This is an optimization exercise on Yosys and OpenROAD, whose aim is small area, a short achievable clock period and few clock cycles per item, not a production implementation.
Where RTL was checked, it was by simulation tests only, not by an equivalence proof against the original.
Power is estimated from default activity; no workload was simulated.

==> flow/design.v <==
package dpqc_pkg;
    localparam int DPQC_TABLE_DEPTH = 32;
    typedef enum logic [2:0] {
        ACT_FORMERR = 3'd0,
        ACT_NOTIMP  = 3'd1,
        ACT_REFUSED = 3'd2,
        ACT_FORWARD = 3'd3,
        ACT_DELIVER = 3'd4,
        ACT_DROP    = 3'd5
    } t_action;
    localparam logic [2:0] RC_NONE    = 3'd0;
    localparam logic [2:0] RC_FORMERR = 3'd1;
    localparam logic [2:0] RC_NOTIMP  = 3'd4;
    localparam logic [2:0] RC_REFUSED = 3'd5;
    localparam logic REQ_QUERY  = 1'b0;
    localparam logic REQ_ANSWER = 1'b1;
    typedef struct packed {
        logic        req_type;
        logic [15:0] txn_id;
        logic        flag_qr;
        logic        flag_z;
        logic        flag_cd;
        logic [15:0] question_count;
        logic [15:0] answer_count;
        logic [15:0] query_type;
        logic [15:0] query_class;
        logic        name_blocked;
        logic [15:0] client_port;
        logic [31:0] client_addr;
    } t_req;
    typedef struct packed {
        t_action     action;
        logic [2:0]  rcode;
        logic [15:0] dest_port;
        logic [31:0] dest_addr;
    } t_rsp;
    typedef struct packed {
        logic [15:0] id;
        logic [15:0] port;
        logic [31:0] addr;
    } t_slot;
    typedef struct packed {
        t_rsp rsp;
        logic forward;
    } t_cls;
endpackage
module dpqc_classify (
    input  dpqc_pkg::t_req i_req,
    output logic [2:0]     o_act
);
    logic w_formerr;
    logic w_notimp;
    assign w_formerr = i_req.flag_qr || i_req.flag_z || i_req.flag_cd
                    || (i_req.question_count == 16'd0)
                    || (i_req.answer_count != 16'd0)
                    || (i_req.query_type == 16'd0)
                    || (i_req.query_class == 16'd0);
    assign w_notimp  = (i_req.query_type != 16'd1) || (i_req.query_class != 16'd1);
    always_comb begin
        if (i_req.req_type == dpqc_pkg::REQ_ANSWER) begin
            o_act = dpqc_pkg::ACT_DELIVER;
        end else if (w_formerr) begin
            o_act = dpqc_pkg::ACT_FORMERR;
        end else if (w_notimp) begin
            o_act = dpqc_pkg::ACT_NOTIMP;
        end else if (i_req.name_blocked) begin
            o_act = dpqc_pkg::ACT_REFUSED;
        end else begin
            o_act = dpqc_pkg::ACT_FORWARD;
        end
    end
endmodule
module dpqc_slot_mem #(
    parameter int TABLE_DEPTH = dpqc_pkg::DPQC_TABLE_DEPTH,
    parameter int IDX_W       = $clog2(TABLE_DEPTH)
) (
    input  logic                   i_clk,
    input  logic                   i_wr_en,
    input  logic [IDX_W-1:0]       i_wr_addr,
    input  dpqc_pkg::t_slot        i_wr_data,
    input  logic                   i_full,
    input  logic [15:0]            i_q_id,
    output logic [TABLE_DEPTH-1:0] o_match,
    output logic                   o_unw_hit,
    input  logic [TABLE_DEPTH-1:0] i_rd_match,
    output logic [47:0]            o_rd_pa
);
    logic [15:0] r_id   [TABLE_DEPTH];
    logic [47:0] r_pa   [TABLE_DEPTH];
    logic [TABLE_DEPTH-1:0] w_written;
    logic [TABLE_DEPTH-1:0] w_wr_slot;
    logic [TABLE_DEPTH-1:0] w_sel;
    logic        w_wr_hit;
    assign w_wr_hit = (i_wr_data.id == i_q_id);
    for (genvar i = 0; i < TABLE_DEPTH; i++) begin : g_slot
        assign w_wr_slot[i] = i_wr_en && (i_wr_addr == IDX_W'(i));
        always_ff @(posedge i_clk) begin
            if (w_wr_slot[i]) begin
                r_id[i] <= i_wr_data.id;
                r_pa[i] <= {i_wr_data.port, i_wr_data.addr};
            end
        end
        assign w_written[i] = i_full || (i_wr_addr > IDX_W'(i));
        assign o_match[i]   = w_wr_slot[i] ? w_wr_hit
                                           : (w_written[i] && (r_id[i] == i_q_id));
    end
    assign o_unw_hit = !i_full && !(i_wr_en && (i_wr_addr == IDX_W'(TABLE_DEPTH - 1)))
                    && (i_q_id == 16'd0);
    always_comb begin
        logic w_found;
        w_found = 1'b0;
        for (int i = 0; i < TABLE_DEPTH; i++) begin
            w_sel[i] = i_rd_match[i] && !w_found;
            w_found  = w_found || i_rd_match[i];
        end
    end
    always_comb begin
        o_rd_pa = '0;
        for (int i = 0; i < TABLE_DEPTH; i++) begin
            o_rd_pa = o_rd_pa | (r_pa[i] & {48{w_sel[i]}});
        end
    end
endmodule
module dns_proxy_query_classifier_table #(
    parameter int TABLE_DEPTH = dpqc_pkg::DPQC_TABLE_DEPTH
) (
    input  logic        i_clk,
    input  logic        i_rst_n,
    input  logic        i_req_valid,
    output logic        o_req_ready,
    input  logic        i_req_type,
    input  logic [15:0] i_req_txn_id,
    input  logic        i_req_flag_qr,
    input  logic        i_req_flag_z,
    input  logic        i_req_flag_cd,
    input  logic [15:0] i_req_question_count,
    input  logic [15:0] i_req_answer_count,
    input  logic [15:0] i_req_query_type,
    input  logic [15:0] i_req_query_class,
    input  logic        i_req_name_blocked,
    input  logic [15:0] i_req_client_port,
    input  logic [31:0] i_req_client_addr,
    output logic        o_rsp_valid,
    input  logic        i_rsp_ready,
    output logic [2:0]  o_rsp_action,
    output logic [2:0]  o_rsp_rcode,
    output logic [15:0] o_rsp_dest_port,
    output logic [31:0] o_rsp_dest_addr
);
    dpqc_pkg::t_req w_req;
    assign w_req.req_type       = i_req_type;
    assign w_req.txn_id         = i_req_txn_id;
    assign w_req.flag_qr        = i_req_flag_qr;
    assign w_req.flag_z         = i_req_flag_z;
    assign w_req.flag_cd        = i_req_flag_cd;
    assign w_req.question_count = i_req_question_count;
    assign w_req.answer_count   = i_req_answer_count;
    assign w_req.query_type     = i_req_query_type;
    assign w_req.query_class    = i_req_query_class;
    assign w_req.name_blocked   = i_req_name_blocked;
    assign w_req.client_port    = i_req_client_port;
    assign w_req.client_addr    = i_req_client_addr;
    localparam int IDX_W = $clog2(TABLE_DEPTH);
    logic               r2_v, r2_wr, r_out_v, r_skid_v;
    logic [IDX_W-1:0]   r_wr_slot;
    logic               r_full;
    logic [2:0]             r2_act;
    logic                   r2_own;
    logic [TABLE_DEPTH-1:0] r2_match;
    logic                   r2_unw_hit;
    logic [15:0]            r2_id;
    logic [47:0]            r2_pa;
    logic [2:0]             r_skid_act;
    logic [47:0]            r_skid_pa;
    logic [2:0]             r_out_act;
    logic [2:0]             r_out_rcode;
    logic [47:0]            r_out_pa;
    logic [2:0]             w_act;
    logic                   w_adv;
    logic                   w_accept;
    logic                   w_out_free;
    dpqc_pkg::t_slot        w_wr_data;
    logic [TABLE_DEPTH-1:0] w_match;
    logic                   w_unw_hit;
    logic                   w_hit;
    logic [47:0]            w_rd_pa;
    logic [2:0]             w_res_act;
    logic [47:0]            w_res_pa;
    logic [2:0]             w_nxt_act;
    logic [47:0]            w_nxt_pa;
    logic [2:0]             w_nxt_rcode;
    dpqc_classify u_classify (
        .i_req (w_req),
        .o_act (w_act)
    );
    assign w_adv       = !r_skid_v;
    assign o_req_ready = w_adv;
    assign w_accept    = i_req_valid && w_adv;
    assign w_out_free  = !r_out_v || i_rsp_ready;
    assign w_wr_data.id   = r2_id;
    assign w_wr_data.port = r2_pa[47:32];
    assign w_wr_data.addr = r2_pa[31:0];
    dpqc_slot_mem #(
        .TABLE_DEPTH (TABLE_DEPTH),
        .IDX_W       (IDX_W)
    ) u_slot_mem (
        .i_clk      (i_clk),
        .i_wr_en    (r2_wr),
        .i_wr_addr  (r_wr_slot),
        .i_wr_data  (w_wr_data),
        .i_full     (r_full),
        .i_q_id     (w_req.txn_id),
        .o_match    (w_match),
        .o_unw_hit  (w_unw_hit),
        .i_rd_match (r2_match),
        .o_rd_pa    (w_rd_pa)
    );
    assign w_hit     = r2_unw_hit || (|r2_match);
    assign w_res_act = r2_act[2] ? (w_hit ? dpqc_pkg::ACT_DELIVER : dpqc_pkg::ACT_DROP)
                                 : r2_act;
    assign w_res_pa  = (r2_pa & {48{r2_own}}) | w_rd_pa;
    assign w_nxt_act = r_skid_v ? r_skid_act : w_res_act;
    assign w_nxt_pa  = r_skid_v ? r_skid_pa  : w_res_pa;
    always_comb begin
        case (w_nxt_act)
            dpqc_pkg::ACT_FORMERR: w_nxt_rcode = dpqc_pkg::RC_FORMERR;
            dpqc_pkg::ACT_NOTIMP:  w_nxt_rcode = dpqc_pkg::RC_NOTIMP;
            dpqc_pkg::ACT_REFUSED: w_nxt_rcode = dpqc_pkg::RC_REFUSED;
            default:               w_nxt_rcode = dpqc_pkg::RC_NONE;
        endcase
    end
    always_ff @(posedge i_clk) begin
        if (!i_rst_n) begin
            r2_v      <= 1'b0;
            r2_wr     <= 1'b0;
            r_out_v   <= 1'b0;
            r_skid_v  <= 1'b0;
            r_wr_slot <= '0;
            r_full    <= 1'b0;
        end else begin
            if (w_adv) begin
                r2_v <= i_req_valid;
            end
            r2_wr <= w_accept && (w_act == dpqc_pkg::ACT_FORWARD);
            if (r2_wr) begin
                r_wr_slot <= r_wr_slot + IDX_W'(1);
                if (r_wr_slot == IDX_W'(TABLE_DEPTH - 1)) begin
                    r_full <= 1'b1;
                end
            end
            if (w_out_free) begin
                r_out_v <= r_skid_v || r2_v;
            end
            r_skid_v <= r_skid_v ? !w_out_free : (r2_v && !w_out_free);
        end
    end
    always_ff @(posedge i_clk) begin
        if (w_adv) begin
            r2_act     <= w_act;
            r2_own     <= !w_act[2] && (w_act != dpqc_pkg::ACT_FORWARD);
            r2_match   <= w_act[2] ? w_match : '0;
            r2_unw_hit <= w_unw_hit;
            r2_id      <= w_req.txn_id;
            r2_pa      <= {w_req.client_port, w_req.client_addr};
            r_skid_act <= w_res_act;
            r_skid_pa  <= w_res_pa;
        end
        if (w_out_free) begin
            r_out_act   <= w_nxt_act;
            r_out_rcode <= w_nxt_rcode;
            r_out_pa    <= w_nxt_pa;
        end
    end
    assign o_rsp_valid     = r_out_v;
    assign o_rsp_action    = r_out_act;
    assign o_rsp_rcode     = r_out_rcode;
    assign o_rsp_dest_port = r_out_pa[47:32];
    assign o_rsp_dest_addr = r_out_pa[31:0];
endmodule
clock: 6.0 ns
lec_check: 0
abc_clock_period_in_ps: 2600
cap_margin: 20
core_margin: 2
core_utilization: 40
place_density: 0.6
setup_slack_margin: 3.4
slew_margin: 20
run.sh (not shown) runs the stock make flow with config.mk's settings and CLKGATE_MAP_FILE= SYNTH_SCRIPT=/design/flow/synth_recipe.tcl, a recipe that flattens the netlist after the stock synthesis.
The baseline ran to the end with no violations.
Testbench counts at the start, summed over its fixed seeds: cycles 12,016, items 12,000.
==> next run, changes <==
--- a/flow/design.v
+++ b/flow/design.v
@@ -171,8 +171,11 @@
     logic [15:0]            r2_id;
     logic [47:0]            r2_pa;
     logic [2:0]             r_skid_act;
     logic [47:0]            r_skid_pa;
+    logic [2:0]             r_head_act;
+    logic [47:0]            r_head_pa;
+    logic [2:0]             r_head_rcode;
     logic [2:0]             r_out_act;
     logic [2:0]             r_out_rcode;
     logic [47:0]            r_out_pa;
     logic [2:0]             w_act;
@@ -220,16 +223,18 @@
                                  : r2_act;
     assign w_res_pa  = (r2_pa & {48{r2_own}}) | w_rd_pa;
     assign w_nxt_act = r_skid_v ? r_skid_act : w_res_act;
     assign w_nxt_pa  = r_skid_v ? r_skid_pa  : w_res_pa;
-    always_comb begin
-        case (w_nxt_act)
-            dpqc_pkg::ACT_FORMERR: w_nxt_rcode = dpqc_pkg::RC_FORMERR;
-            dpqc_pkg::ACT_NOTIMP:  w_nxt_rcode = dpqc_pkg::RC_NOTIMP;
-            dpqc_pkg::ACT_REFUSED: w_nxt_rcode = dpqc_pkg::RC_REFUSED;
-            default:               w_nxt_rcode = dpqc_pkg::RC_NONE;
+    function automatic logic [2:0] f_rcode(input logic [2:0] act);
+        case (act)
+            dpqc_pkg::ACT_FORMERR: f_rcode = dpqc_pkg::RC_FORMERR;
+            dpqc_pkg::ACT_NOTIMP:  f_rcode = dpqc_pkg::RC_NOTIMP;
+            dpqc_pkg::ACT_REFUSED: f_rcode = dpqc_pkg::RC_REFUSED;
+            default:               f_rcode = dpqc_pkg::RC_NONE;
         endcase
-    end
+    endfunction
+    assign w_nxt_rcode  = f_rcode(w_nxt_act);
+    assign r_head_rcode = f_rcode(r_head_act);
     always_ff @(posedge i_clk) begin
         if (!i_rst_n) begin
             r2_v      <= 1'b0;
             r2_wr     <= 1'b0;
@@ -264,13 +269,17 @@
             r2_pa      <= {w_req.client_port, w_req.client_addr};
             r_skid_act <= w_res_act;
             r_skid_pa  <= w_res_pa;
         end
-        if (w_out_free) begin
-            r_out_act   <= w_nxt_act;
-            r_out_rcode <= w_nxt_rcode;
-            r_out_pa    <= w_nxt_pa;
-        end
+        if (w_out_free && (r_skid_v || r2_v)) begin
+            r_head_act <= w_nxt_act;
+            r_head_pa  <= w_nxt_pa;
+        end
+    end
+    always_ff @(posedge i_clk) begin
+        r_out_act   <= w_out_free ? w_nxt_act   : r_head_act;
+        r_out_rcode <= w_out_free ? w_nxt_rcode : r_head_rcode;
+        r_out_pa    <= w_out_free ? w_nxt_pa    : r_head_pa;
     end
     assign o_rsp_valid     = r_out_v;
     assign o_rsp_action    = r_out_act;
     assign o_rsp_rcode     = r_out_rcode;
What happened: The new run finished clean. Total power climbs slightly. Clock skew increases by 0.019 ns. Final cell count is higher slightly. Maximum frequency came out lower by a few percent. Routed wire length climbs by a few percent. Worst hold slack gains 0.012 ns. Worst setup slack got worse by 0.13 ns. Design area went up by a few percent. Sequential power is higher by a few percent. Clock-buffer cell count went up by 5.
The RTL of the second run of this note was laid out without a check of its function.

## port drivers added, routing unchanged
No port has a modelled driver above. Below, the same layouts with a new extraction and two added sets of constraints.
Step 1: set_driving_cell puts a clkbuf_16 on i_clk and a buf_2 on each other input, an assumption about the parent block.
Step 2, shift: input delay + t, output delay - t, t = (earliest + latest rising clock arrival at the registers) / 2. This alone moves slack from input paths to output paths.
Slacks: ideal / step 1 / step 2; pairs: ideal / step 1.
run | t, ns | setup slack, ns | worst setup path after step 2
the first run | 0.955 | 3.095 / 3.002 / 2.547 | input to register
the second run | 0.948 | 2.964 / 2.964 / 2.307 | input to register
After both steps every run listed still meets setup and hold. For the second run, which loses most, drivers alone change the setup slack by 0.000 ns; drivers and shift together by -0.657 ns.
